Source: an optimization exercise on an open RTL-to-GDS flow (aim: small area, a short achievable clock period and few clock cycles). Production flows keep margins and buffers that such runs may drop.
Function was checked by simulation only, so behaviour that the tests miss may differ from the original.

## flow/design.v (module list and top-level ports; edited modules follow where they fit)
// module mul_core: 2947 lines
// module mul_fa: 4 lines
// module mul_ha: 4 lines
// module fu_mul_pipe: 69 lines
module fu_mul_pipe #(
  parameter int XLEN  = 32,
  parameter int TAG_W = 4
) (
  input  logic             clk,
  input  logic             rst,
  input  logic             flush,
  input  logic             in_valid,
  output logic             in_ready,
  input  logic [1:0]       op,
  input  logic [XLEN-1:0]  a,
  input  logic [XLEN-1:0]  b,
  input  logic [TAG_W-1:0] tag,
  output logic             out_valid,
  input  logic             out_ready,
  output logic [XLEN-1:0]  res,
  output logic [TAG_W-1:0] out_tag,
  output logic             busy
);
  // ...
==> flow/run.sh <==
#!/bin/bash
# synth_recipe.tcl (not shown) runs the flow's synth.tcl, then flattens the netlist and writes it again
# the make line also repeats each setting of config.mk as NAME=value (left out here)
make -C /OpenROAD-flow-scripts/flow DESIGN_CONFIG=/design/flow/config.mk WORK_HOME=/design/flow/orfs CLKGATE_MAP_FILE= SYNTH_SCRIPT=/design/flow/synth_recipe.tcl finish
==> flow/config.mk <==
export PLATFORM = sky130hd
export DESIGN_NAME = fu_mul_pipe
export DESIGN_NICKNAME = fu_mul_pipe
export VERILOG_FILES = /design/flow/design.v
export SDC_FILE = /design/flow/constraint.sdc
export NUM_CORES = 4
export LEC_CHECK = 0
export CAP_MARGIN = 20
export CORE_MARGIN = 2
export CORE_UTILIZATION = 60
export CTS_BUF_LIST = sky130_fd_sc_hd__clkbuf_4 sky130_fd_sc_hd__clkbuf_8
export SETUP_SLACK_MARGIN = 5.0
export SLEW_MARGIN = 20
export SYNTH_HIERARCHICAL = 1
export SYNTH_MINIMUM_KEEP_SIZE = 0
==> flow/constraint.sdc <==
create_clock -name core_clock -period 9.0 [get_ports {clk}]
set_input_delay 1.8000 -clock core_clock [delete_from_list [all_inputs] [get_ports {clk}]]
set_output_delay 1.8000 -clock core_clock [all_outputs]
set_load 0.01 [all_outputs]
==> notes.md, run 1 <==
Status -> complete, no violations
Worst Setup SP -> u_core.a_q[3]
Synth Area in Simple Gates -> 0.0384
Worst hold stages -> 0
Vias post-DR -> 25500
CP endpoint -> u_core.t_q[49]
Min Tclk post-route -> 4.00 ns
Final hold slack -> 0.417 ns
Die area -> 57900 um^2
Crit Reg-Reg Endpoint -> u_core.t_q[49]
DP Wirelength -> 67.5 mm
Most frequent cells in the layout -> xnor2_1 (585), a22oi_1 (512), fa_1 (488), edfxtp_1 (269), ha_1 (120)
Synth Instances -> 2926
Clock-cell share -> 0.0290
Synth cell types -> 63
Worst path slowest cell -> fa_1
Number of H-tree levels -> 2
Clock sink count -> 273
Ys Warns -> 9
CTS tree -> done
Max-Cap Viols -> 0
DRT Pass-1 Iters -> 7
Met2 global-route usage -> 0.564
Worst hold endpoint -> tag_q[1][0]
Top cells by area, synth -> fa_1 (29%), edfxtp_1 (24%), xnor2_1 (15%)
Met3 usage -> 0.154
Clock transition at path regs -> 0.06 ns
Post-Syn Area -> 33600 um^2
Clock Skew -> 0.0432 ns
Top Family by Delay on Critical Path -> adder cells
Final Max Slew Viols -> 0
Clk latency of the worst-skew pair -> 0.69 ns
Largest family of logic cells by synthesized area -> adder cells
Fin cells -> 3624
RR Startpoint -> u_core.a_q[3]
Comb_multi_in -> 2258
Fmax -> 250 MHz
Largest class -> multi-input gates
Crit. End Element -> flip-flop
Non-clock buffer share -> 0.0564
Testbench counts, summed over its fixed seeds: cycles 12,241.
==> inputs of run 2 (changes only) <==
--- a/flow/config.mk
+++ b/flow/config.mk
@@ -10,3 +10,2 @@
 export CORE_UTILIZATION = 60
-export CTS_BUF_LIST = sky130_fd_sc_hd__clkbuf_4 sky130_fd_sc_hd__clkbuf_8
 export SETUP_SLACK_MARGIN = 5.0
==> notes.md, run 2 <==
Average wire per standard cell -> 31.0 um
Synth cell types -> 63 (unchanged)
Worst reg2reg path depth -> 7
Final WL -> 111 mm
Total negative setup slack -> 0 ns
Layout area overhead -> 8.88%
Most common cell after layout, fill and taps aside -> xnor2_1
Clock sink count -> 273 (unchanged)
First-pass GRT wire length -> 165 mm
#FFs+latches synth -> 273
Worst Path Buf+Inv -> 1
1st-iter DRT viols -> 3771
Hold Crit Class -> flip-flop to flip-flop
Cts hold-fix bufs -> 0
Critical path type -> flip-flop to flip-flop
Min Tclk post-route -> 4.00 ns (-0.00404 ns)
Fin util -> 0.663
Core Region -> 55200 um^2
Worst Path Arrival -> 4.25 ns
Fillers -> 4141
IO Pins -> 114
Status -> complete, no violations
Most frequent cell after synthesis -> xnor2_1
Antenna violations before repair -> 2
DRC Markers -> 0
Top flop regs -> u_core.t_q: 140 flops, u_core.d_q: 50 flops, u_core.a_q: 33 flops
Die span in y -> 241 um
Synth Instances -> 2926 (unchanged)
Die X -> 241 um
Ys Warns -> 9 (unchanged)
Startpoint of the worst hold path -> hi_q[0]
Share of cells above drive strength 1 -> 0.0822
CTS max path bufs -> 3
Row cnt -> 86
Synth top cells by count -> xnor2_1 (585), a22oi_1 (512), fa_1 (488)
Top Family by Delay on Critical Path -> adder cells
Post-synth top area cell -> fa_1
DRT Pass-1 Iters -> 8 (+1)
Vias in the first global route -> 26800
Slew @ Worst Pin -> 0.985 ns
Die area -> 57900 um^2 (unchanged)
Max FFs per register -> 140
Initial core utilization -> 0.609
Top reg by flops -> u_core.t_q
Gr usage total -> 0.388
RSZ-0062 raised after global routing -> true
Top cells by area, synth -> fa_1 (29%), edfxtp_1 (24%), xnor2_1 (15%)
Crit-path max FO -> 35
Main synth FF type -> edfxtp_1
Placer Congestion -> 0.949
Startpoint types -> flip-flop
Largest net degree at the start of global routing -> 81
Cell repeated most along the worst path -> fa_1
CTS root buf -> clkbuf_16
Crit Reg-Reg Endpoint -> u_core.t_q[104]
Crit. End Element -> flip-flop
Clock transition at path regs -> 0.06 ns (about the same)
Clock Skew -> 0.0426 ns (-0.000572 ns)
Total grt overflow -> 0
Worst rel slew slack -> 0.343
Max incr delay on CP -> 0.68 ns
Worst path slowest cell -> buf_4
Number of H-tree levels -> 2 (unchanged)
Fmax -> 250 MHz (+0.10%)
Vias post-DR -> 25600 (+0.55%)
Crit. path cell count -> 7
Syn_area_per_cell -> 11.5 um^2
Number of synthesized flops with an enable pin -> 269
Max-Cap Viols -> 0 (unchanged)
CP cell instances -> buf_4 > xnor2_1 > fa_1 > fa_1 > fa_1 > fa_1 > fa_1
Worst hold endpoint -> hi_q[1]
Final setup fails -> 0
Ys async rst share -> 0.0147
Via/cell ratio -> 7.12
DP Wirelength -> 67.5 mm (unchanged)
Area fraction of the dominant cell type after synthesis -> 0.291
Final Max Slew Viols -> 0 (unchanged)
Register area share after synthesis -> 0.243
WP data required -> 9.25 ns
RR Startpoint -> u_core.d_q[41]
Nets -> 3510
Reg-to-reg slack, setup -> 5.00 ns
Worst hold stages -> 0 (unchanged)
Routed Antenna Nets -> 0
Syn Nets -> 3615
CTS Buf Count -> 34
Most frequent cells in the layout -> xnor2_1 (585), a22oi_1 (512), fa_1 (488), edfxtp_1 (269), ha_1 (111)
Post-route clock period utilization -> 0.444
CTS tree -> done
Port Buffer Count -> 113
Clk latency of the worst-skew pair -> 0.58 ns (-0.11 ns)
Post-Syn Area -> 33600 um^2 (unchanged)
Final hold vios -> 0
run 2: changes by cell type in the layout (fill, tap and decap cells not counted), sizes merged:
cell	before	now
clkinvlp	0	5
clkinv	19	14
inv	47	48
diode	2	1
clkbuf	70	40
buf	94	95
run 2: per-layer routing:
| metal | global-route usage | wire, um | share of wire | vias to the layer above |
|---|---|---|---|---|
| met3 | 0.152 | 16800 | 0.15 | 492 |
| met5 | 0 | 0 | 0 | - |
| met1 | 0.507 | 41100 | 0.37 | 12700 |
| met4 | 0.187 | 5980 | 0.054 | 0 |
| met2 | 0.569 | 47600 | 0.43 | 2358 |
| li1 | - | - | - | 10100 |
run 2: worst max path at each step:
stage	slack, ns	to	from
global route	4.99	res_q[31]	u_core.t_q[84]
global placement	4.18	in_ready	out_ready
detailed placement	4.21	in_ready	out_ready
floorplan	5.12	u_core.t_q[49]	u_core.d_q[8]
finish	5.00	u_core.t_q[104]	u_core.d_q[41]
CTS	4.98	res_q[30]	u_core.t_q[86]
run 2: area by class of cell:
cell class	instances	area [um^2]	area share
well taps	748	936	0.0256
clock inverters	24	243	0.00664
inverters	46	173	0.00472
repair buffers	208	2090	0.0572
flip-flops and latches	273	8180	0.224
multi-input cells	2258	24100	0.658
diodes	1	2.50	0.0000684
clock buffers	37	893	0.0244
run 2: per-stage QoR:
| step | instance area, um^2 | hold WS (ns) | setup WS [ns] | instances |
|---|---|---|---|---|
| after global placement | 34900 | 0.406 | 4.18 | 3525 |
| after global routing | 36600 | 0.434 | 4.99 | 3594 |
| after CTS | 36100 | 0.421 | 4.98 | 3590 |
| after floorplan | 33600 | 0.400 | 5.12 | 2926 |
| final | 36600 | 0.418 | 5.00 | 3595 |
| after detailed placement | 34900 | 0.405 | 4.21 | 3525 |
run 2: logic make-up (layout without fill, tap and decap cells):
logic type,after synthesis,after routing,share of synthesized area
AO/OA/AOI/OAI,718,718,0.153
XOR/XNOR,638,638,0.166
adder cells (fa/ha/maj),614,614,0.338
buffers and inverters,395,315,0.0461
flip-flops,273,273,0.243
AND/OR/NAND/NOR,253,253,0.0384
multiplexers,35,35,0.0151
other,0,1,0
run 2: modules after synthesis (local to each module, per instance):
module / cells inside / cell area (um^2)
mul_fa: 1 / 20.0
fu_mul_pipe: 109 / 2190
mul_core: 2291 / 21200
mul_ha: 1 / 12.5
run 2: worst reg2reg max path: cells and delay by family, from the launching register on:
| family | cells | cell delay [ns] |
|---|---|---|
| buffers and inverters | 1 | 0.68 |
| flip-flops | 1 | 0.31 |
| adder cells (fa/ha/maj) | 5 | 2.48 |
| XOR/XNOR | 1 | 0.23 |
run 2: repair_timing:
item | in CTS | in global routing
pin swaps | 5 | 10
hold endpoints to repair | 0 | 0
gates resized for setup | 21 | 113
endpoints found under the setup margin | 10 | 44
setup buffers | 4 | 4
==> inputs of run 3 (changes only) <==
==> flow/flow/run.sh (new file) <==
#!/bin/bash
set -euo pipefail
export BUFFER_PORTS_ARGS="-buffer_cell sky130_fd_sc_hd__buf_1"
bash standard.sh SETUP_SLACK_MARGIN=5.2 finish > make.log 2>&1
==> flow/standard.sh (new file) <==
#!/bin/bash
# synth_recipe.tcl (not shown) runs the flow's synth.tcl, then flattens the netlist and writes it again
# the make line also repeats each setting of config.mk as NAME=value (left out here)
make -C /OpenROAD-flow-scripts/flow DESIGN_CONFIG=/design/flow/config.mk WORK_HOME=/design/flow/orfs CLKGATE_MAP_FILE= SYNTH_SCRIPT=/design/flow/synth_recipe.tcl "${@:-finish}"
removed: flow/run.sh
==> notes.md, run 3 <==
Status -> complete, no violations
Final Worst Setup Slack -> 5.07 ns (+0.0687 ns)
DRT Pass-1 Iters -> 10 (+2)
Share of cells above drive strength 1 -> 0.110 (+0.0280)
Startpoint of the worst hold path -> hi_q[0]
Via/cell ratio -> 7.10 (-0.41%)
Critical path type -> input pin to output pin
Worst reg2reg path depth -> 7 (unchanged)
Routed Antenna Nets -> 0 (unchanged)
Startpoint types -> input pin
RSZ-0062 raised after global routing -> true
IO Pins -> 114 (unchanged)
Worst hold stages -> 0 (unchanged)
Post-route clock period utilization -> 0.437 (-0.00763)
Clk latency of the worst-skew pair -> 0.56 ns (-0.02 ns)
Cts hold-fix bufs -> 0 (unchanged)
Area fraction of the dominant cell type after synthesis -> 0.291 (unchanged)
Most common cell after layout, fill and taps aside -> xnor2_1
Die span in y -> 241 um (unchanged)
Layout area overhead -> 10.1%
Worst Path Arrival -> 2.13 ns (-2.12 ns)
Average wire per standard cell -> 32.3 um (+4.3%)
Vias post-DR -> 25600 (-0.13%)
Crit Reg-Reg Endpoint -> u_core.t_q[53]
#FFs+latches synth -> 273 (unchanged)
Most frequent cells in the layout -> xnor2_1 (584), a22oi_1 (482), fa_1 (471), edfxtp_1 (269), buf_1 (110)
Top reg by flops -> u_core.t_q
Post-Syn Area -> 33600 um^2 (unchanged)
Hold Crit Class -> flip-flop to flip-flop
Top flop regs -> u_core.t_q: 140 flops, u_core.d_q: 50 flops, u_core.a_q: 33 flops
Worst rel slew slack -> 0.354 (+0.0111)
Max FFs per register -> 140 (unchanged)
Syn Nets -> 3615 (unchanged)
DP Wirelength -> 69.5 mm (+2.9%)
Syn_area_per_cell -> 11.5 um^2 (unchanged)
Clock Skew -> 0.0201 ns (-0.0225 ns)
Global route hottest layer -> met2
Initial core utilization -> 0.609 (unchanged)
DRC Markers -> 0 (unchanged)
Most frequent cell after synthesis -> xnor2_1
Final setup fails -> 0 (unchanged)
Row cnt -> 86 (unchanged)
Pre-CTS setup slack -> 4.67 ns (+0.464 ns)
Met3 usage -> 0.187 (+0.0350)
Final WL -> 117 mm (+4.5%)
Post-synth top area cell -> fa_1
CTS max path bufs -> 3 (unchanged)
Clock transition at path regs -> 0.06 ns (about the same)
Antenna violations before repair -> 4 (+2)
Number of H-tree levels -> 2 (unchanged)
Min Tclk post-route -> 3.93 ns (-0.0687 ns)
Reg-to-reg slack, setup -> 5.16 ns (+0.16 ns)
Main synth FF type -> edfxtp_1
CP cell instances -> buf_8 > nor2_4 > nor2_2 > buf_2
Synth Instances -> 2926 (unchanged)
Largest net degree at the start of global routing -> 119 (+47%)
Vias in the first global route -> 27300 (+2.1%)
Slew @ Worst Pin -> 0.969 ns (-0.0167 ns)
Total negative setup slack -> 0 ns (unchanged)
1st-iter DRT viols -> 3539 (-6.2%)
CTS tree -> done
WP data required -> 7.20 ns (-2.05 ns)
Synth top cells by count -> xnor2_1 (585), a22oi_1 (512), fa_1 (488)
CTS Buf Count -> 35 (+2.9%)
Die X -> 241 um (unchanged)
Gr usage total -> 0.407 (+0.0185)
CTS root buf -> clkbuf_16
N_diodes -> 0 (-1)
Worst path slowest cell -> buf_2
Final hold slack -> 0.423 ns (+0.00581 ns)
Final Max Slew Viols -> 0 (unchanged)
Total grt overflow -> 0 (unchanged)
First-pass GRT wire length -> 171 mm (+3.7%)
Crit. End Element -> output pin
Final hold vios -> 0 (unchanged)
Fmax -> 255 MHz (+1.7%)
Die area -> 57900 um^2 (unchanged)
Fraction of met1 tracks used by global routing -> 0.518 (+0.0111)
Ys Warns -> 9 (unchanged)
Ys async rst share -> 0.0147 (unchanged)
Core Region -> 55200 um^2 (unchanged)
Port Buffer Count -> 113 (unchanged)
Register area share after synthesis -> 0.243 (unchanged)
RR Startpoint -> u_core.d_q[17]
Clock sink count -> 273 (unchanged)
Synth cell types -> 63 (unchanged)
Top cells by area, synth -> fa_1 (29%), edfxtp_1 (24%), xnor2_1 (15%)
Placer Congestion -> 0.969 (+2.0%)
Nets -> 3521 (+0.31%)
Met2 global-route usage -> 0.582 (+0.0139)
Crit-path max FO -> 3 (-91%)
Number of synthesized flops with an enable pin -> 269 (unchanged)
Worst hold endpoint -> hi_q[1]
Max-Cap Viols -> 0 (unchanged)
Max incr delay on CP -> 0.13 ns (-0.55 ns)
run 3: cell counts after synthesis:
Identical to the previous run, type by type.
run 3: worst max-delay path: cells and delay by family:
kind                   cells  cell delay (ns)
buffers and inverters      2             0.23
AND/OR/NAND/NOR            2             0.10
run 3: area by class of cell:
type                    count  area [um^2]
clock inverters            25          344
inverters                  46          173
repair buffers            218         1990
fillers                  4121        18200
clock buffers              37          883
well taps                 748          936
flip-flops and latches    273         8180
multi-input cells        2258        24500
run 3: repair_timing:
| action | CTS | global route |
|---|---|---|
| gates cloned | 0 | 2 |
| setup buffers | 6 | 12 |
| setup endpoints to repair | 100 | 52 |
| gates resized for setup | 137 | 223 |
| pin swaps | 12 | 28 |
run 3: worst max path at each step:
| stage | cells past startpoint | end | start |
|---|---|---|---|
| 4_1_cts | 4 | in_ready | out_ready |
| 5_1_grt | 4 | in_ready | out_ready |
| 3_3_place_gp | 7 | u_core.t_q[99] | u_core.a_q[32] |
| 3_5_place_dp | 7 | u_core.t_q[99] | u_core.a_q[32] |
| 2_1_floorplan | 8 | u_core.t_q[49] | u_core.d_q[35] |
| 6_report | 4 | in_ready | out_ready |
run 3: routing by layer:
layer / up-vias / wire [um]
met4: 8 / 6820
met2: 2329 / 49600
met1: 12700 / 41800
met3: 504 / 18300
met5: - / 45
li1: 10100 / -
run 3: per-stage QoR:
stage	instance area (um^2)	cells	util
3_5_place_dp	34200	3523	0.620
6_report	37000	3605	0.670
4_1_cts	36100	3591	0.653
3_3_place_gp	34200	3523	0.620
5_1_grt	37000	3605	0.670
2_1_floorplan	33600	2926	-
run 3: modules after synthesis, one instance, submodules excluded:
| module | area [um^2] | cells | copies in the design |
|---|---|---|---|
| fu_mul_pipe | 2190 | 109 | 1 |
| mul_fa | 20.0 | 1 | 488 |
| mul_ha | 12.5 | 1 | 38 |
| mul_core | 21200 | 2291 | 1 |
run 3: kinds of logic (layout without fill, tap and decap cells):
family / after synthesis / count (layout) / share of synthesized area
adders and majority gates: 614 / 614 / 0.338
xor gates and xnor gates: 638 / 638 / 0.166
buffers and inverters: 395 / 326 / 0.0461
DFF: 273 / 273 / 0.243
muxes: 35 / 35 / 0.0151
and+or+nand+nor: 253 / 253 / 0.0384
AOI/OAI and AO/OA: 718 / 718 / 0.153
==> inputs of run 4 (changes only) <==
==> flow/flow/run.sh (replaced) <==
#!/bin/bash
set -euo pipefail
export BUFFER_PORTS_ARGS="-buffer_cell sky130_fd_sc_hd__buf_1"
bash standard.sh SETUP_SLACK_MARGIN=5.1 finish > make.log 2>&1
==> notes.md, run 4 <==
Status -> complete, no violations
Syn Nets -> 3615 (unchanged)
DP Wirelength -> 68.9 mm (-0.78%)
Core Region -> 55200 um^2 (unchanged)
M1 WL -> 42.3 mm (+1.3%)
Reg-to-reg slack, setup -> 5.10 ns (-0.06 ns)
DRC Markers -> 0 (unchanged)
Post-Syn Area -> 33600 um^2 (unchanged)
Most common cell after layout, fill and taps aside -> xnor2_1
Crit-path max FO -> 2 (-1)
Clock transition at path regs -> 0.06 ns (about the same)
Top flop regs -> u_core.t_q: 140 flops, u_core.d_q: 50 flops, u_core.a_q: 33 flops
Die area -> 57900 um^2 (unchanged)
Area fraction of the dominant cell type after synthesis -> 0.291 (unchanged)
Most frequent cell after synthesis -> xnor2_1
First-pass GRT wire length -> 170 mm (-0.87%)
Worst path slowest cell -> buf_2
Synth top cells by count -> xnor2_1 (585), a22oi_1 (512), fa_1 (488)
Top Family by Delay on Critical Path -> buffers and inverters
Via/cell ratio -> 7.16 (+0.87%)
RR Startpoint -> u_core.d_q[11]
Nets -> 3513 (-0.23%)
Pre-CTS setup slack -> 4.72 ns (+0.0464 ns)
Slew @ Worst Pin -> 1.11 ns (+0.140 ns)
Min Tclk post-route -> 3.92 ns (-0.00383 ns)
Worst rel slew slack -> 0.261 (-0.0936)
Ys Warns -> 9 (unchanged)
WP data required -> 7.20 ns (about the same)
DRT Pass-1 Iters -> 9 (-1)
Worst Path Buf+Inv -> 2 (unchanged)
Most frequent cells in the layout -> xnor2_1 (585), a22oi_1 (506), fa_1 (486), edfxtp_1 (269), ha_1 (117)
Initial core utilization -> 0.609 (unchanged)
1st-iter DRT viols -> 3571 (+0.90%)
Gr usage total -> 0.403 (-0.00428)
Largest net degree at the start of global routing -> 106 (-11%)
Met2 routed WL -> 49.0 mm (-1.1%)
Fin cells -> 3599 (-0.17%)
Ys async rst share -> 0.0147 (unchanged)
Final WL -> 116 mm (-0.80%)
Vias post-DR -> 25800 (+0.70%)
Syn_area_per_cell -> 11.5 um^2 (unchanged)
Synth Instances -> 2926 (unchanged)
Max FFs per register -> 140 (unchanged)
#FFs+latches synth -> 273 (unchanged)
Crit Reg-Reg Endpoint -> u_core.t_q[49]
Row cnt -> 86 (unchanged)
Placer Congestion -> 0.979 (+1.1%)
Top reg by flops -> u_core.t_q
Placed Cells -> 3523 (unchanged)
CTS max path bufs -> 3 (unchanged)
Worst hold endpoint -> tag_q[1][1]
Share of cells above drive strength 1 -> 0.0835 (-0.0267)
RSZ-0062 raised after global routing -> true
Synth cell types -> 63 (unchanged)
Post-synth top area cell -> fa_1
CTS tree -> done
Cts hold-fix bufs -> 0 (unchanged)
DR top layer -> met5
Number of synthesized flops with an enable pin -> 269 (unchanged)
Max-Cap Viols -> 0 (unchanged)
Post-route clock period utilization -> 0.436 (about the same)
Layout area overhead -> 7.80%
Clock sink count -> 273 (unchanged)
Top cells by area, synth -> fa_1 (29%), edfxtp_1 (24%), xnor2_1 (15%)
Clock Skew -> 0.0251 ns (+0.00503 ns)
Final hold vios -> 0 (unchanged)
Average wire per standard cell -> 32.1 um (-0.63%)
Vias in the first global route -> 27100 (-0.81%)
Max incr delay on CP -> 0.12 ns (about the same)
Final Max Slew Viols -> 0 (unchanged)
IO Pins -> 114 (unchanged)
CTS Buf Count -> 35 (unchanged)
Worst reg2reg path depth -> 7 (unchanged)
Register area share after synthesis -> 0.243 (unchanged)
Crit. End Element -> output pin
Hold Crit Class -> flip-flop to flip-flop
Fmax -> 255 MHz (about the same)
Startpoint types -> input pin
Die span in y -> 241 um (unchanged)
Total negative setup slack -> 0 ns (unchanged)
Routed Antenna Nets -> 0 (unchanged)
Critical path type -> input pin to output pin
Final Worst Setup Slack -> 5.08 ns (+0.00383 ns)
CTS root buf -> clkbuf_16
Startpoint of the worst hold path -> tag_q[0][1]
DR WL met3 -> 17.8 mm (-2.9%)
Number of H-tree levels -> 2 (unchanged)
Worst Path Arrival -> 2.12 ns (about the same)
Die X -> 241 um (unchanged)
Total grt overflow -> 0 (unchanged)
Final setup fails -> 0 (unchanged)
Main synth FF type -> edfxtp_1
Clk latency of the worst-skew pair -> 0.56 ns (about the same)
CP cell instances -> buf_6 > nor2_4 > nor2_2 > buf_2
Worst hold stages -> 0 (unchanged)
Antenna violations before repair -> 3 (-1)
Port Buffer Count -> 113 (unchanged)
[run 4: worst max path at each step]
| stage | start | end | slack (ns) | cells after the start |
|---|---|---|---|---|
| 6_report | out_ready | in_ready | 5.08 | 4 |
| 5_1_grt | u_core.t_q[86] | res_q[31] | 5.01 | 13 |
| 4_1_cts | out_ready | in_ready | 5.05 | 4 |
| 3_5_place_dp | u_core.a_q[32] | u_core.t_q[91] | 4.72 | 7 |
| 3_3_place_gp | u_core.a_q[32] | u_core.t_q[91] | 4.78 | 7 |
| 2_1_floorplan | u_core.d_q[8] | u_core.t_q[49] | 5.12 | 8 |
[run 4: metal layers]
layer,vias up,GRT usage
li1,10100,-
met1,12900,0.525
met2,2268,0.580
met3,536,0.166
met4,6,0.200
met5,-,0
[run 4: repair_timing]
action                     4_1_cts  5_1_grt
setup endpoints to repair       64       44
buffers inserted                 7        4
gates cloned                     0        1
pin swaps                        5       10
gates resized for setup         74      127
[run 4: cells by family (layout without fill, tap and decap cells)]
group / count (synthesis) / count (layout) / synth area share
other cells: 0 / 2 / 0
simple gates: 253 / 253 / 0.0384
mux: 35 / 35 / 0.0151
flops: 273 / 273 / 0.243
fa+ha+maj: 614 / 614 / 0.338
compound gates: 718 / 718 / 0.153
buf+inv: 395 / 318 / 0.0461
xor+xnor: 638 / 638 / 0.166
[run 4: layout make-up]
cell class | instances | area, um^2
sequential | 273 | 8180
multi-input combinational | 2258 | 24100
antenna | 2 | 5.00
inverter | 46 | 173
clock inverter | 21 | 288
fill | 4278 | 19000
clock buffer | 41 | 898
tap | 748 | 936
timing repair buffer | 210 | 1650
[run 4: per-stage QoR]
step | utilization | cell area, um^2 | hold WS [ns]
2_1_floorplan | - | 33600 | 0.400
3_3_place_gp | 0.620 | 34200 | 0.403
3_5_place_dp | 0.620 | 34200 | 0.405
4_1_cts | 0.648 | 35800 | 0.420
5_1_grt | 0.656 | 36200 | 0.429
6_report | 0.656 | 36200 | 0.421
[run 4: modules after synthesis (local to each module, per instance)]
module       cells inside  cell area, um^2
mul_fa                  1             20.0
mul_core             2291            21200
fu_mul_pipe           109             2190
mul_ha                  1             12.5
==> inputs of run 5 (changes only) <==
--- a/flow/config.mk
+++ b/flow/config.mk
@@ -10,2 +10,4 @@
 export CORE_UTILIZATION = 60
+export CTS_CLUSTER_DIAMETER = 120
+export CTS_CLUSTER_SIZE = 30
 export SETUP_SLACK_MARGIN = 5.0
==> notes.md, run 5 <==
Share of cells above drive strength 1 -> 0.0737 (-0.00987)
Final WL -> 115 mm (-0.84%)
Status -> complete, no violations
Register area share after synthesis -> 0.243 (unchanged)
CTS Buf Count -> 15 (-57%)
Max-Cap Viols -> 0 (unchanged)
#FFs+latches synth -> 273 (unchanged)
Placer Congestion -> 0.979 (unchanged)
Nets -> 3490 (-0.65%)
Startpoint types -> input pin
Vias post-DR -> 25600 (-0.76%)
RSZ-0062 raised after global routing -> true
Layout area overhead -> 5.55%
CTS root buf -> clkbuf_16
DRT Pass-1 Iters -> 7 (-2)
Synth cell types -> 63 (unchanged)
Most frequent cell after synthesis -> xnor2_1
Total grt overflow -> 0 (unchanged)
Crit. End Element -> output pin
Vias in the first global route -> 26800 (-0.93%)
Clock Skew -> 0.0311 ns (+0.00606 ns)
Core Region -> 55200 um^2 (unchanged)
Initial core utilization -> 0.609 (unchanged)
Antenna violations before repair -> 2 (-1)
Min Tclk post-route -> 3.93 ns (+0.000280 ns)
Via/cell ratio -> 7.19 (+0.38%)
Syn Nets -> 3615 (unchanged)
Number of H-tree levels -> 1 (-1)
Average wire per standard cell -> 32.2 um (+0.30%)
Total negative setup slack -> 0 ns (unchanged)
Most common cell after layout, fill and taps aside -> xnor2_1
Hold Crit Class -> flip-flop to flip-flop
Final setup fails -> 0 (unchanged)
Most frequent cells in the layout -> xnor2_1 (585), a22oi_1 (508), fa_1 (485), edfxtp_1 (269), ha_1 (115)
Post-synth top area cell -> fa_1
Max incr delay on CP -> 0.12 ns (about the same)
CP cell instances -> buf_6 > nor2_4 > nor2_2 > buf_2
CTS tree -> done
Critical path type -> input pin to output pin
Pre-CTS setup slack -> 4.72 ns (unchanged)
Clk latency of the worst-skew pair -> 0.57 ns (about the same)
Crit-path max FO -> 2 (unchanged)
Worst Path Arrival -> 2.13 ns (about the same)
CTS max path bufs -> 3 (unchanged)
Fin cells -> 3558 (-1.1%)
N_diodes -> 0 (-2)
Ys async rst share -> 0.0147 (unchanged)
RR Startpoint -> u_core.d_q[22]
Final Worst Setup Slack -> 5.07 ns (-0.000280 ns)
Final Max Slew Viols -> 0 (unchanged)
Routed Antenna Nets -> 0 (unchanged)
DP Wirelength -> 68.9 mm (unchanged)
Reg-to-reg slack, setup -> 5.11 ns (about the same)
Number of synthesized flops with an enable pin -> 269 (unchanged)
Port Buffer Count -> 113 (unchanged)
Syn_area_per_cell -> 11.5 um^2 (unchanged)
Die area -> 57900 um^2 (unchanged)
Fmax -> 255 MHz (about the same)
Main synth FF type -> edfxtp_1
Final hold vios -> 0 (unchanged)
Area fraction of the dominant cell type after synthesis -> 0.291 (unchanged)
Row cnt -> 86 (unchanged)
Placed inst area -> 34200 um^2 (unchanged)
Top reg by flops -> u_core.t_q
Worst Setup SP -> out_ready
Gr usage total -> 0.399 (-0.00396)
Clock sink count -> 273 (unchanged)
DRC Markers -> 0 (unchanged)
Synth top cells by count -> xnor2_1 (585), a22oi_1 (512), fa_1 (488)
First-pass GRT wire length -> 168 mm (-0.71%)
Die X -> 241 um (unchanged)
Die span in y -> 241 um (unchanged)
Worst path slowest cell -> buf_2
Synth Instances -> 2926 (unchanged)
Post-Syn Area -> 33600 um^2 (unchanged)
Cts hold-fix bufs -> 0 (unchanged)
Slew @ Worst Pin -> 1.08 ns (-0.0288 ns)
1st-iter DRT viols -> 3684 (+3.2%)
Post-route clock period utilization -> 0.436 (about the same)
Clock transition at path regs -> 0.11 ns (+0.05 ns)
Top Family by Delay on Critical Path -> buffers and inverters
Worst rel slew slack -> 0.280 (+0.0192)
Ys Warns -> 9 (unchanged)
Top cells by area, synth -> fa_1 (29%), edfxtp_1 (24%), xnor2_1 (15%)
Max FFs per register -> 140 (unchanged)
WP data required -> 7.20 ns (about the same)
Design Area, Final -> 35500 um^2 (-2.1%)
Startpoint of the worst hold path -> tag_q[0][1]
Largest net degree at the start of global routing -> 106 (unchanged)
IO Pins -> 114 (unchanged)
Top flop regs -> u_core.t_q: 140 flops, u_core.d_q: 50 flops, u_core.a_q: 33 flops
Placed Cells -> 3523 (unchanged)
Worst Path Buf+Inv -> 2 (unchanged)
run 5: cell families (layout without fill, tap and decap cells):
| group | Yosys count | count (layout) | share of synthesized area |
|---|---|---|---|
| compound gates | 718 | 718 | 0.153 |
| xor+xnor | 638 | 638 | 0.166 |
| fa+ha+maj | 614 | 614 | 0.338 |
| buf+inv | 395 | 279 | 0.0461 |
| flops | 273 | 273 | 0.243 |
| simple gates | 253 | 253 | 0.0384 |
| mux | 35 | 35 | 0.0151 |
run 5: path summary, 6_finish.rpt:
path / to / cells after the start
setup / recovery: in_ready / 4
hold / removal: tag_q[1][1] / 0
setup reg to reg: u_core.t_q[56] / 8
hold reg to reg: tag_q[1][1] / 0
max in group asynchronous: out_nvalid_q / 2
min in group asynchronous: v_q[1] / 2
run 5: stage by stage:
stage / hold slack [ns] / utilization
2_1_floorplan: 0.400 / -
3_3_place_gp: 0.403 / 0.620
3_5_place_dp: 0.405 / 0.620
4_1_cts: 0.431 / 0.635
5_1_grt: 0.440 / 0.642
6_report: 0.431 / 0.642
run 5: what timing repair did:
item                                    CTS  global route
pin swaps                                 5            14
gates resized for setup                  72           109
setup buffers                             6             3
endpoints found under the setup margin   62            45
run 5: area by class of cell:
class | count | area [um^2]
inverter | 46 | 173
timing repair buffer | 207 | 1560
clock buffer | 18 | 387
sequential | 273 | 8180
tap | 748 | 936
multi-input combinational | 2258 | 24100
fill | 4347 | 19700
clock inverter | 8 | 115
run 5: routing by layer:
layer / vias up / track usage / wire length (um)
li1: 9983 / - / -
met1: 12800 / 0.523 / 42000
met2: 2203 / 0.576 / 48600
met3: 530 / 0.165 / 17800
met4: 4 / 0.189 / 6270
met5: - / 0 / 27
run 5: Yosys stat by module, one instance, submodules excluded:
module	flip-flops and latches	cells inside
fu_mul_pipe	50	109
mul_core	223	2291
mul_ha	0	1
mul_fa	0	1
run 5: worst reg2reg max path, stage by stage, from the launching register on:
cell and delay [ns]:
edfxtp_1 0.35, buf_6 0.37, a22oi_1 0.23, xnor2_1 0.23
fa_1 0.49, fa_1 0.45, fa_1 0.51, fa_1 0.47
fa_1 0.52
==> inputs of run 6 (changes only) <==
--- a/flow/config.mk
+++ b/flow/config.mk
@@ -10,4 +10,4 @@
 export CORE_UTILIZATION = 60
-export CTS_CLUSTER_DIAMETER = 120
-export CTS_CLUSTER_SIZE = 30
+export CTS_CLUSTER_DIAMETER = 140
+export CTS_CLUSTER_SIZE = 20
 export SETUP_SLACK_MARGIN = 5.0
==> notes.md, run 6 <==
Status -> complete, no violations
WP data required -> 7.20 ns (about the same)
Main synth FF type -> edfxtp_1
Vias post-DR -> 25400 (-0.69%)
Share of cells above drive strength 1 -> 0.0750 (+0.00134)
CTS max path bufs -> 3 (unchanged)
Most common cell after layout, fill and taps aside -> xnor2_1
Fmax -> 255 MHz (about the same)
Hold Crit Class -> flip-flop to flip-flop
Placed inst area -> 34200 um^2 (unchanged)
Area fraction of the dominant cell type after synthesis -> 0.291 (unchanged)
Final setup fails -> 0 (unchanged)
Clk latency of the worst-skew pair -> 0.57 ns (about the same)
DRT Pass-1 Iters -> 7 (unchanged)
CTS tree -> done
Placer Congestion -> 0.979 (unchanged)
Most frequent cell after synthesis -> xnor2_1
Top flop regs -> u_core.t_q: 140 flops, u_core.d_q: 50 flops, u_core.a_q: 33 flops
Synth top cells by count -> xnor2_1 (585), a22oi_1 (512), fa_1 (488)
Crit-path max FO -> 2 (unchanged)
CTS Buf Count -> 17 (+2)
Clock Skew -> 0.0474 ns (+0.0163 ns)
Ys async rst share -> 0.0147 (unchanged)
Initial core utilization -> 0.609 (unchanged)
Post-synth top area cell -> fa_1
Antenna violations before repair -> 3 (+1)
Via/cell ratio -> 7.13 (-0.83%)
Critical path type -> input pin to output pin
Worst Path Arrival -> 2.13 ns (about the same)
Syn_area_per_cell -> 11.5 um^2 (unchanged)
CTS root buf -> clkbuf_16
Syn Nets -> 3615 (unchanged)
Top cells by area, synth -> fa_1 (29%), edfxtp_1 (24%), xnor2_1 (15%)
#FFs+latches synth -> 273 (unchanged)
DRC Markers -> 0 (unchanged)
Post-Syn Area -> 33600 um^2 (unchanged)
Cts hold-fix bufs -> 0 (unchanged)
Core Region -> 55200 um^2 (unchanged)
Ys Warns -> 9 (unchanged)
IO Pins -> 114 (unchanged)
Top reg by flops -> u_core.t_q
Nets -> 3494 (+0.11%)
Pre-CTS setup slack -> 4.72 ns (unchanged)
Routed Antenna Nets -> 0 (unchanged)
Final Max Slew Viols -> 0 (unchanged)
Final WL -> 114 mm (-0.22%)
Final hold vios -> 0 (unchanged)
DP Wirelength -> 68.9 mm (unchanged)
Total negative setup slack -> 0 ns (unchanged)
Port Buffer Count -> 113 (unchanged)
Startpoint types -> input pin
Die area -> 57900 um^2 (unchanged)
Reg-to-reg slack, setup -> 5.12 ns (about the same)
Post-route clock period utilization -> 0.436 (about the same)
Total grt overflow -> 0 (unchanged)
Layout area overhead -> 5.62% (about the same)
Vias in the first global route -> 26900 (+0.10%)
Design Area, Final -> 35500 um^2 (about the same)
Number of synthesized flops with an enable pin -> 269 (unchanged)
Number of H-tree levels -> 1 (unchanged)
Average wire per standard cell -> 32.1 um (-0.36%)
Clock transition at path regs -> 0.07 ns (-0.04 ns)
Max-Cap Viols -> 0 (unchanged)
1st-iter DRT viols -> 3261 (-11%)
Max FFs per register -> 140 (unchanged)
Synth Instances -> 2926 (unchanged)
Clock sink count -> 273 (unchanged)
Die X -> 241 um (unchanged)
RSZ-0062 raised after global routing -> true
First-pass GRT wire length -> 168 mm (about the same)
Slew @ Worst Pin -> 1.10 ns (+0.0155 ns)
Synth cell types -> 63 (unchanged)
Row cnt -> 86 (unchanged)
Final Worst Setup Slack -> 5.07 ns (-0.0000200 ns)
Most frequent cells in the layout -> xnor2_1 (585), a22oi_1 (507), fa_1 (484), edfxtp_1 (269), ha_1 (115)
Min Tclk post-route -> 3.93 ns (+0.0000200 ns)
Worst rel slew slack -> 0.270 (-0.0103)
Die span in y -> 241 um (unchanged)
Gr usage total -> 0.398 (about the same)
Register area share after synthesis -> 0.243 (unchanged)
Largest net degree at the start of global routing -> 106 (unchanged)
Crit. End Element -> output pin
-- run 6: modules after synthesis, one instance, submodules excluded --
module / cells / area [um^2] / flip-flops and latches / copies in the design
mul_core: 2291 / 21200 / 223 / 1
fu_mul_pipe: 109 / 2190 / 50 / 1
mul_fa: 1 / 20.0 / 0 / 488
mul_ha: 1 / 12.5 / 0 / 38
-- run 6: worst max-delay path: stages --
cell    delay (ns)
buf_6         0.10
nor2_4        0.07
nor2_2        0.03
buf_2         0.12
-- run 6: kinds of logic (layout without fill, tap and decap cells) --
logic type | after synthesis | in the layout | synth area share
AOI/OAI and AO/OA | 718 | 718 | 0.153
xor gates and xnor gates | 638 | 638 | 0.166
adders and majority gates | 614 | 614 | 0.338
buffers and inverters | 395 | 282 | 0.0461
DFF | 273 | 273 | 0.243
and+or+nand+nor | 253 | 253 | 0.0384
muxes | 35 | 35 | 0.0151
other | 0 | 2 | 0
-- run 6: layout make-up --
type / count / area, um^2
multi-input combinational: 2258 / 24100
fill: 4349 / 19700
antenna: 2 / 5.00
sequential: 273 / 8180
clock buffer: 25 / 455
inverter: 46 / 173
clock inverter: 2 / 17.5
timing repair buffer: 209 / 1580
tap: 748 / 936
-- run 6: final timing paths --
check                               startpoint             end  depth (start not counted)
worst max-delay path                 out_ready        in_ready                          4
worst min-delay path               tag_q[0][1]     tag_q[1][1]                          0
worst max register to register  u_core.d_q[22]  u_core.t_q[56]                          8
worst min register to register     tag_q[0][1]     tag_q[1][1]                          0
max in group asynchronous                  rst    out_nvalid_q                          2
min in group asynchronous                  rst          v_q[0]                          2
-- run 6: metrics by stage --
| step | util | std cells | hold slack, ns |
|---|---|---|---|
| 2_1_floorplan | - | 2926 | 0.400 |
| 3_3_place_gp | 0.620 | 3523 | 0.403 |
| 3_5_place_dp | 0.620 | 3523 | 0.405 |
| 4_1_cts | 0.636 | 3556 | 0.423 |
| 5_1_grt | 0.643 | 3561 | 0.431 |
| 6_report | 0.643 | 3563 | 0.422 |
-- run 6: metal layers --
metal / up-vias / routed length [um] / track usage
met5: - / 25 / 0
met4: 4 / 6490 / 0.194
met3: 488 / 17300 / 0.163
met2: 2189 / 48300 / 0.575
met1: 12700 / 42300 / 0.521
li1: 9998 / - / -
-- run 6: repair_timing --
action                                  CTS  global route
setup buffers                             6             5
resized for setup                        85           108
endpoints found under the hold margin     0             0
pin swaps                                 6            21
endpoints found under the setup margin   68            39
==> inputs of run 7 (changes only) <==
--- a/flow/config.mk
+++ b/flow/config.mk
@@ -11,3 +11,3 @@
 export CTS_CLUSTER_DIAMETER = 140
-export CTS_CLUSTER_SIZE = 20
+export CTS_CLUSTER_SIZE = 24
 export SETUP_SLACK_MARGIN = 5.0
==> notes.md, run 7 <==
Startpoint of the worst hold path -> tag_q[0][1]
Worst Path Arrival -> 2.13 ns (about the same)
Share of cells above drive strength 1 -> 0.0748 (-0.000249)
Port Buffer Count -> 113 (unchanged)
Syn_area_per_cell -> 11.5 um^2 (unchanged)
Post-route clock period utilization -> 0.436 (about the same)
Largest net degree at the start of global routing -> 106 (unchanged)
Row cnt -> 86 (unchanged)
CTS tree -> done
CTS root buf -> clkbuf_16
Total negative setup slack -> 0 ns (unchanged)
Post-synth top area cell -> fa_1
Slew @ Worst Pin -> 1.09 ns (-0.00847 ns)
Most frequent cell after synthesis -> xnor2_1
Ys async rst share -> 0.0147 (unchanged)
Worst rel slew slack -> 0.275 (+0.00565)
Synth Area in Simple Gates -> 0.0384 (unchanged)
Synth Instances -> 2926 (unchanged)
DRT Pass-1 Iters -> 7 (unchanged)
Worst reg2reg path depth -> 12 (+4)
Die span in y -> 241 um (unchanged)
1st-iter DRT viols -> 3613 (+11%)
Layout area overhead -> 5.44%
Fmax -> 255 MHz (about the same)
Clk latency of the worst-skew pair -> 0.56 ns (about the same)
Via/cell ratio -> 7.20 (+0.99%)
Clock transition at path regs -> 0.09 ns (+0.02 ns)
Status -> complete, no violations
Mux share of post-synthesis cell area -> 0.0151 (unchanged)
Syn Nets -> 3615 (unchanged)
Register area share after synthesis -> 0.243 (unchanged)
Crit-path max FO -> 2 (unchanged)
Reg-to-reg slack, setup -> 5.12 ns (about the same)
#FFs+latches synth -> 273 (unchanged)
CTS max path bufs -> 3 (unchanged)
CTS Buf Count -> 15 (-2)
Die area -> 57900 um^2 (unchanged)
Most common cell after layout, fill and taps aside -> xnor2_1
IO Pins -> 114 (unchanged)
Post-Synth XOR/XNOR Area -> 0.166 (unchanged)
Initial core utilization -> 0.609 (unchanged)
Number of synthesized flops with an enable pin -> 269 (unchanged)
Vias in the first global route -> 26800 (-0.11%)
Critical path type -> input pin to output pin
Largest family of logic cells by synthesized area -> adder cells
Core Region -> 55200 um^2 (unchanged)
Max FFs per register -> 140 (unchanged)
Crit. End Element -> output pin
Top cells by area, synth -> fa_1 (29%), edfxtp_1 (24%), xnor2_1 (15%)
Top flop regs -> u_core.t_q: 140 flops, u_core.d_q: 50 flops, u_core.a_q: 33 flops
Nets -> 3491 (-0.086%)
Total grt overflow -> 0 (unchanged)
WP data required -> 7.20 ns (about the same)
Ys Warns -> 9 (unchanged)
Worst hold endpoint -> tag_q[1][1]
Placer Congestion -> 0.979 (unchanged)
Final hold vios -> 0 (unchanged)
Startpoint types -> input pin
Vias post-DR -> 25600 (+0.85%)
RSZ-0062 raised after global routing -> true
Antenna violations before repair -> 3 (unchanged)
Min Tclk post-route -> 3.93 ns (+0.0000200 ns)
Area fraction of the dominant cell type after synthesis -> 0.291 (unchanged)
First-pass GRT wire length -> 168 mm (about the same)
Clock Skew -> 0.0433 ns (-0.00412 ns)
Final Max Slew Viols -> 0 (unchanged)
Average wire per standard cell -> 32.1 um (about the same)
DRC Markers -> 0 (unchanged)
Most frequent cells in the layout -> xnor2_1 (585), a22oi_1 (505), fa_1 (484), edfxtp_1 (269), ha_1 (115)
Top reg by flops -> u_core.t_q
Cts hold-fix bufs -> 0 (unchanged)
Synth top cells by count -> xnor2_1 (585), a22oi_1 (512), fa_1 (488)
RR Startpoint -> u_core.t_q[85]
Adder-cell share of the synthesized area -> 0.338 (unchanged)
Die X -> 241 um (unchanged)
Compound-gate portion of the synthesized area -> 0.153 (unchanged)
Final setup fails -> 0 (unchanged)
Main synth FF type -> edfxtp_1
Crit Reg-Reg Endpoint -> res_q[30]
Hold Crit Class -> flip-flop to flip-flop
Clock sink count -> 273 (unchanged)
Gr usage total -> 0.398 (about the same)
DP Wirelength -> 68.9 mm (unchanged)
Synth cell types -> 63 (unchanged)
Max-Cap Viols -> 0 (unchanged)
Worst hold stages -> 0 (unchanged)
Fin util -> 0.642 (-0.00111)
Final WL -> 114 mm (-0.19%)
Number of H-tree levels -> 1 (unchanged)
Post-Syn Area -> 33600 um^2 (unchanged)
Routed Antenna Nets -> 0 (unchanged)
-- run 7: cell types whose count changed in the layout (fill, tap and decap cells not counted), sizes merged --
| cell | previous run | this run |
|---|---|---|
| clkbuf | 29 | 27 |
| diode | 2 | 1 |
| buf | 205 | 202 |
| clkinv | 1 | 0 |
| inv | 47 | 49 |
-- run 7: kinds of logic (layout without fill, tap and decap cells) --
kind of cell               count (synthesis)  count (layout)
adders and majority gates                614             614
other                                      0               1
and+or+nand+nor                          253             253
muxes                                     35              35
AOI/OAI and AO/OA                        718             718
buffers and inverters                    395             278
DFF                                      273             273
xor gates and xnor gates                 638             638
-- run 7: routing by layer --
layer	GRT usage	part of all wire	wire length [um]	vias to the layer above
met5	0	0.00022	25	-
met4	0.190	0.057	6560	4
met3	0.158	0.15	17400	524
met2	0.576	0.42	48000	2248
met1	0.525	0.37	42200	12800
li1	-	-	-	9993
-- run 7: layout make-up --
class	count	area, um^2
fill	4363	19800
tap	748	936
multi-input combinational	2258	24100
clock inverter	3	26.3
timing repair buffer	208	1570
antenna	1	2.50
sequential	273	8180
inverter	46	173
clock buffer	21	398
-- run 7: worst max path at each step --
stage	from	end	slack [ns]
global placement	u_core.a_q[32]	u_core.t_q[91]	4.78
floorplan	u_core.d_q[8]	u_core.t_q[49]	5.12
detailed placement	u_core.a_q[32]	u_core.t_q[91]	4.72
finish	out_ready	in_ready	5.07
CTS	out_ready	in_ready	5.05
global route	u_core.t_q[85]	res_q[30]	4.97
-- run 7: metrics by stage --
| stage | std cells | hold slack [ns] | setup slack [ns] | instance area [um^2] |
|---|---|---|---|---|
| after floorplan | 2926 | 0.400 | 5.12 | 33600 |
| after detailed placement | 3523 | 0.405 | 4.72 | 34200 |
| final | 3558 | 0.424 | 5.07 | 35400 |
| after global placement | 3523 | 0.403 | 4.78 | 34200 |
| after global routing | 3557 | 0.435 | 4.97 | 35400 |
| after CTS | 3553 | 0.426 | 5.05 | 35000 |
-- run 7: timing repair --
action                                  in CTS  in global routing
pin swaps                                    6                 19
resized for setup                           79                115
endpoints found under the setup margin      67                 48
hold endpoints to repair                     0                  0
buffers inserted                             6                  4
-- run 7: modules after synthesis, one instance, submodules excluded --
| module | area, um^2 | flops+latches |
|---|---|---|
| fu_mul_pipe | 2190 | 50 |
| mul_fa | 20.0 | 0 |
| mul_ha | 12.5 | 0 |
| mul_core | 21200 | 223 |
-- run 7: critical path, cell delays in order --
cell and delay [ns]:
buf_6 0.10, nor2_4 0.07, nor2_2 0.03, buf_2 0.12
==> inputs of run 8 (changes only) <==
--- a/flow/config.mk
+++ b/flow/config.mk
@@ -9,3 +9,3 @@
 export CORE_MARGIN = 2
-export CORE_UTILIZATION = 60
+export CORE_UTILIZATION = 70
 export CTS_CLUSTER_DIAMETER = 140
==> notes.md, run 8 <==
Status -> complete, no violations
Total negative setup slack -> 0 ns (unchanged)
Hold Crit Class -> flip-flop to flip-flop
Area fraction of the dominant cell type after synthesis -> 0.291 (unchanged)
Clock transition at path regs -> 0.09 ns (about the same)
Max-Cap Viols -> 0 (unchanged)
Slew @ Worst Pin -> 0.946 ns (-0.141 ns)
Port Buffer Count -> 113 (unchanged)
Register area share after synthesis -> 0.243 (unchanged)
Synth cell types -> 63 (unchanged)
Clock sink count -> 273 (unchanged)
Worst Path Arrival -> 2.12 ns (about the same)
Number of synthesized flops with an enable pin -> 269 (unchanged)
Final hold vios -> 0 (unchanged)
WP data required -> 7.20 ns (about the same)
Ys Warns -> 9 (unchanged)
Core Region -> 47500 um^2 (-14%)
Layout area overhead -> 4.74%
CTS max path bufs -> 3 (unchanged)
Worst rel slew slack -> 0.369 (+0.0942)
Syn Nets -> 3615 (unchanged)
Main synth FF type -> edfxtp_1
Top reg by flops -> u_core.t_q
Synth Instances -> 2926 (unchanged)
Antenna violations before repair -> 6 (+3)
Final WL -> 108 mm (-5.4%)
Syn_area_per_cell -> 11.5 um^2 (unchanged)
Placer Congestion -> 0.996 (+1.7%)
CTS tree -> done
1st-iter DRT viols -> 4232 (+17%)
First-pass GRT wire length -> 161 mm (-4.1%)
Most frequent cell after synthesis -> xnor2_1
Number of H-tree levels -> 1 (unchanged)
Row cnt -> 80 (-7.0%)
Vias in the first global route -> 27400 (+2.2%)
DP Wirelength -> 66.9 mm (-3.0%)
Die X -> 223 um (-7.3%)
Critical path type -> input pin to output pin
Min Tclk post-route -> 3.92 ns (-0.000640 ns)
Gr usage total -> 0.433 (+0.0354)
RSZ-0062 raised after global routing -> true
DRT Pass-1 Iters -> 9 (+2)
CTS Buf Count -> 15 (unchanged)
Share of cells above drive strength 1 -> 0.0733 (-0.00142)
Final Worst Setup Slack -> 5.08 ns (+0.000640 ns)
Via/cell ratio -> 7.54 (+4.7%)
Post-route clock period utilization -> 0.436 (about the same)
Clock Skew -> 0.0317 ns (-0.0116 ns)
Clk latency of the worst-skew pair -> 0.56 ns (about the same)
Vias post-DR -> 25800 (+0.80%)
Post-synth top area cell -> fa_1
Fin util -> 0.740 (+0.0984)
Crit. End Element -> output pin
Most common cell after layout, fill and taps aside -> xnor2_1
Startpoint types -> input pin
Initial core utilization -> 0.706 (+0.0980)
Final setup fails -> 0 (unchanged)
Fmax -> 255 MHz (about the same)
Post-Syn Area -> 33600 um^2 (unchanged)
Routed Antenna Nets -> 0 (unchanged)
Crit-path max FO -> 2 (unchanged)
Most frequent cells in the layout -> xnor2_1 (585), a22oi_1 (507), fa_1 (485), edfxtp_1 (269), ha_1 (114)
Nets -> 3492 (+0.029%)
Pre-CTS setup slack -> 4.76 ns (+0.0381 ns)
Average wire per standard cell -> 31.5 um (-1.7%)
DRC Markers -> 0 (unchanged)
Top flop regs -> u_core.t_q: 140 flops, u_core.d_q: 50 flops, u_core.a_q: 33 flops
Die area -> 49800 um^2 (-14%)
IO Pins -> 114 (unchanged)
Max FFs per register -> 140 (unchanged)
Ys async rst share -> 0.0147 (unchanged)
Total grt overflow -> 0 (unchanged)
CTS root buf -> clkbuf_16
Top cells by area, synth -> fa_1 (29%), edfxtp_1 (24%), xnor2_1 (15%)
Synth top cells by count -> xnor2_1 (585), a22oi_1 (512), fa_1 (488)
Final Max Slew Viols -> 0 (unchanged)
Die span in y -> 223 um (-7.3%)
#FFs+latches synth -> 273 (unchanged)
Largest net degree at the start of global routing -> 88 (-17%)
[run 8: kinds of logic (layout without fill, tap and decap cells)]
group / after synthesis / in the layout / synth area share
mux: 35 / 35 / 0.0151
simple gates: 253 / 253 / 0.0384
xor+xnor: 638 / 638 / 0.166
other cells: 0 / 1 / 0
compound gates: 718 / 718 / 0.153
fa+ha+maj: 614 / 614 / 0.338
buf+inv: 395 / 278 / 0.0461
flops: 273 / 273 / 0.243
[run 8: stage by stage]
step	cells	area, um^2	hold WS [ns]
3_5_place_dp	3392	34100	0.405
3_3_place_gp	3392	34100	0.402
5_1_grt	3424	35200	0.438
2_1_floorplan	2926	33600	0.400
6_report	3425	35200	0.427
4_1_cts	3420	34700	0.428
[run 8: repair_timing]
action / in CTS / in global routing
hold endpoints to repair: 0 / 0
buffers inserted: 5 / 3
endpoints found under the setup margin: 24 / 57
hold buffers: 0 / 0
gates resized for setup: 35 / 144
pin swaps: 6 / 5
[run 8: worst max-delay path: stages]
cell    delay, ns
buf_6        0.10
nor2_2       0.06
nor2_1       0.04
buf_2        0.13
[run 8: per-layer routing]
metal,vias to the layer above,share of wire,GRT usage
li1,9990,-,-
met2,2672,0.43,0.637
met1,12600,0.34,0.544
met4,8,0.057,0.222
met5,-,0.00069,0.00489
met3,578,0.17,0.195
[run 8: final cells by class]
type                       count  area [um^2]
sequential                   273         8180
tap                          615          769
timing repair buffer         209         1530
inverter                      46          173
fill                        3235        12400
antenna                        1         2.50
clock inverter                 2         25.0
clock buffer                  21          398
multi-input combinational   2258        24100
[run 8: Yosys stat by module, one instance, submodules excluded]
module       flip-flops and latches  cell area, um^2  cells
mul_ha                            0             12.5      1
fu_mul_pipe                      50             2190    109
mul_core                        223            21200   2291
mul_fa                            0             20.0      1
[run 8: worst paths after layout]
kind,from,end,slack (ns),depth (start not counted)
max,out_ready,in_ready,5.08,4
min,hi_q[0],hi_q[1],0.43,0
max reg2reg,u_core.a_q[14],u_core.t_q[41],5.09,8
min reg2reg,hi_q[0],hi_q[1],0.43,0
max in group asynchronous,rst,out_nvalid_q,7.67,2
min in group asynchronous,rst,v_q[1],1.11,2
==> inputs of run 9 (changes only) <==
==> flow/flow/run.sh (replaced) <==
#!/bin/bash
# The standard layout (standard.sh: ORFS from synthesis to the final layout), with one change:
# the port buffers that global placement inserts are sky130_fd_sc_hd__buf_1 cells rather than
# the default pick, clkdlybuf4s50_1, which is larger and slower. Timing repair still resizes them.
# make's full output is in make.log here; each ORFS step's own log is under orfs/logs/.
set -euo pipefail
export BUFFER_PORTS_ARGS="-buffer_cell sky130_fd_sc_hd__buf_1"
bash standard.sh finish > make.log 2>&1
--- a/flow/config.mk
+++ b/flow/config.mk
@@ -10,4 +10,2 @@
 export CORE_UTILIZATION = 70
-export CTS_CLUSTER_DIAMETER = 140
-export CTS_CLUSTER_SIZE = 24
 export SETUP_SLACK_MARGIN = 5.0
==> notes.md, run 9 <==
First-pass GRT wire length -> 162 mm (+0.31%)
Cell repeated most along the worst path -> fa_1
Max-Cap Viols -> 0 (unchanged)
CP cell instances -> buf_4 > a22oi_1 > xnor2_1 > fa_1 > fa_1 > fa_1 > fa_1 > fa_1
Initial core utilization -> 0.706 (unchanged)
Largest net degree at the start of global routing -> 88 (unchanged)
Synth top cells by count -> xnor2_1 (585), a22oi_1 (512), fa_1 (488)
Ys async rst share -> 0.0147 (unchanged)
Area of the multi-input gates -> 24000 um^2 (-0.62%)
CTS root buf -> clkbuf_16
Final setup fails -> 0 (unchanged)
Final hold vios -> 0 (unchanged)
Nets -> 3503 (+0.32%)
Top flop regs -> u_core.t_q: 140 flops, u_core.d_q: 50 flops, u_core.a_q: 33 flops
#FFs+latches synth -> 273 (unchanged)
DRC Markers -> 0 (unchanged)
Clock sink count -> 273 (unchanged)
Average wire per standard cell -> 31.3 um (-0.77%)
Top reg by flops -> u_core.t_q
Register area -> 8180 um^2 (unchanged)
Reg-to-reg slack, setup -> 4.99 ns (-0.10 ns)
Die span in y -> 223 um (unchanged)
Main synth FF type -> edfxtp_1
Crit. End Element -> flip-flop
Crit-path max FO -> 34 (+32)
Fillers -> 3195 (-1.2%)
Layout area overhead -> 5.45%
Worst rel slew slack -> 0.370 (+0.000758)
Share of cells above drive strength 1 -> 0.0716 (-0.00178)
Die X -> 223 um (unchanged)
Clock transition at path regs -> 0.06 ns (-0.03 ns)
1st-iter DRT viols -> 4094 (-3.3%)
Row cnt -> 80 (unchanged)
Worst reg2reg path depth -> 8 (unchanged)
Worst Setup SP -> u_core.d_q[30]
Fmax -> 249 MHz (-2.1%)
Total grt overflow -> 0 (unchanged)
Max FFs per register -> 140 (unchanged)
Post-synth top area cell -> fa_1
Top Family by Delay on Critical Path -> adder cells
Clk latency of the worst-skew pair -> 0.63 ns (+0.07 ns)
IO Pins -> 114 (unchanged)
Startpoint types -> flip-flop
Gr usage total -> 0.435 (+0.00136)
Total negative setup slack -> 0 ns (unchanged)
Top cells by area, synth -> fa_1 (29%), edfxtp_1 (24%), xnor2_1 (15%)
Core Region -> 47500 um^2 (unchanged)
Port Buffer Count -> 113 (unchanged)
Via/cell ratio -> 7.52 (-0.26%)
CP endpoint -> u_core.t_q[53]
Status -> complete, no violations
Register area share after synthesis -> 0.243 (unchanged)
Area fraction of the dominant cell type after synthesis -> 0.291 (unchanged)
DP Wirelength -> 66.9 mm (unchanged)
Hold Crit Class -> flip-flop to flip-flop
Routed Antenna Nets -> 0 (unchanged)
DRT Pass-1 Iters -> 9 (unchanged)
Min Tclk post-route -> 4.01 ns (+0.0856 ns)
Post-Syn Area -> 33600 um^2 (unchanged)
Final WL -> 108 mm (about the same)
Slew @ Worst Pin -> 0.945 ns (-0.00114 ns)
Most frequent cells in the layout -> xnor2_1 (585), a22oi_1 (512), fa_1 (488), edfxtp_1 (269), ha_1 (119)
Synth cell types -> 63 (unchanged)
Vias post-DR -> 26000 (+0.61%)
Placer Congestion -> 0.996 (unchanged)
Crit. path cell count -> 8 (+4)
CTS tree -> done
Syn_area_per_cell -> 11.5 um^2 (unchanged)
CTS max path bufs -> 3 (unchanged)
Most common cell after layout, fill and taps aside -> xnor2_1
WP data required -> 9.30 ns (+2.10 ns)
Die area -> 49800 um^2 (unchanged)
Synth Instances -> 2926 (unchanged)
Vias in the first global route -> 27600 (+0.42%)
Worst Path Arrival -> 4.31 ns (+2.19 ns)
Clock Skew -> 0.0300 ns (-0.00167 ns)
Number of synthesized flops with an enable pin -> 269 (unchanged)
Antenna violations before repair -> 5 (-1)
Post-route clock period utilization -> 0.446 (+0.00951)
RR Startpoint -> u_core.d_q[30]
CTS Buf Count -> 31 (+16)
Most frequent cell after synthesis -> xnor2_1
Ys Warns -> 9 (unchanged)
Worst Path Buf+Inv -> 1 (-1)
Critical path type -> flip-flop to flip-flop
Crit Reg-Reg Endpoint -> u_core.t_q[53]
Syn Nets -> 3615 (unchanged)
Number of H-tree levels -> 1 (unchanged)
RSZ-0062 raised after global routing -> true
Final Max Slew Viols -> 0 (unchanged)
Max incr delay on CP -> 0.53 ns (+0.40 ns)
Worst path slowest cell -> fa_1
## run 9: changes by cell type in the layout (fill, tap and decap cells not counted), moves of 5 or more
cell       before  now
buf_4          18   37
buf_8          18    0
clkbuf_16      15   31
buf_6          59   53
a22oi_1       507  512
a22oi_2         5    0
clkinv_2        0    5
ha_1          114  119
## run 9: logic make-up (layout without fill, tap and decap cells)
kind of cell | after synthesis | after routing | synth area share
DFF | 273 | 273 | 0.243
buffers and inverters | 395 | 306 | 0.0461
adders and majority gates | 614 | 614 | 0.338
AOI/OAI and AO/OA | 718 | 718 | 0.153
other | 0 | 3 | 0
and+or+nand+nor | 253 | 253 | 0.0384
xor gates and xnor gates | 638 | 638 | 0.166
muxes | 35 | 35 | 0.0151
## run 9: metrics by stage
step                setup WS [ns]  hold WS, ns  cells  instance area, um^2   util
detailed placement           4.76        0.405   3392                34100  0.716
global placement             4.80        0.402   3392                34100  0.716
CTS                          5.00        0.420   3450                35100  0.739
global route                 4.95        0.429   3453                35400  0.745
finish                       4.99        0.418   3455                35400  0.745
floorplan                    5.12        0.400   2926                33600      -
## run 9: area by class of cell
type,count,share of cell area
multi-input combinational,2258,0.676
sequential,273,0.231
timing repair buffer,204,0.0375
clock buffer,35,0.0223
tap,615,0.0217
clock inverter,21,0.00625
inverter,46,0.00487
antenna,3,0.000212
## run 9: what timing repair did
item                       CTS  global route
buffers inserted             2             1
pin swaps                    2             2
hold buffers                 0             0
setup endpoints to repair   10            29
gates cloned                 0             0
resized for setup            5            73
## run 9: worst min-delay path by stage
stage                start           to  slack [ns]  cells after the start
6_report           hi_q[0]      hi_q[1]        0.42                      0
5_1_grt        tag_q[0][1]  tag_q[1][1]        0.43                      0
4_1_cts            hi_q[0]      hi_q[1]        0.42                      0
3_5_place_dp       hi_q[0]      hi_q[1]        0.41                      0
3_3_place_gp   tag_q[0][0]  tag_q[1][0]        0.40                      0
2_1_floorplan      hi_q[0]      hi_q[1]        0.40                      0
## run 9: Yosys stat by module, one instance, submodules excluded
module	cells inside	flip-flops and latches	area [um^2]	times used
mul_fa	1	0	20.0	488
mul_ha	1	0	12.5	38
mul_core	2291	223	21200	1
fu_mul_pipe	109	50	2190	1
## run 9: routing by layer
layer | vias up | track usage | routed length (um)
met1 | 12700 | 0.549 | 37200
li1 | 10000 | - | -
met2 | 2562 | 0.634 | 46500
met4 | 6 | 0.237 | 6490
met5 | - | 0 | 116
met3 | 679 | 0.188 | 17700

-- static timing again, ports no longer ideal --
No port has a modelled driver above. Below, the same layouts with a new extraction and two added sets of constraints. Step 1 (the two cells are an assumption about what drives the block):
set clk [get_ports {clk}]
set_driving_cell -lib_cell sky130_fd_sc_hd__clkbuf_16 $clk
set_driving_cell -lib_cell sky130_fd_sc_hd__buf_2 [delete_from_list [all_inputs] $clk]
Step 2 adds t to the input delays and takes it off the output delays; t is the mean of the earliest and latest rising clock arrival at the registers after step 1. Input paths then give back, and output paths get back, about the clock's delay inside the block. a / b / c = no drivers / after step 1 / after step 2; a / b = the first two.
run	t (ns)	setup slack, ns	worst setup path at the end	pins driven straight from the clock port
run 1	0.728	4.999 / 4.999 / 4.999	register to register	1
run 2	0.627	5.003 / 5.003 / 5.003	register to register	1
run 3	0.618	5.071 / 5.032 / 5.032	input to output	1
run 4	0.618	5.075 / 5.044 / 4.981	input to register	1
run 5	0.611	5.075 / 5.044 / 5.029	input to register	1
run 6	0.610	5.075 / 5.044 / 4.983	input to register	1
run 7	0.603	5.075 / 5.044 / 5.016	input to register	1
run 8	0.601	5.076 / 5.037 / 5.037	input to output	1
run 9	0.681	4.990 / 4.990 / 4.990	register to register	1
After both steps every run listed still meets setup and hold. For run 4, which loses most, drivers alone change the setup slack by -0.031 ns; drivers and shift together by -0.094 ns.
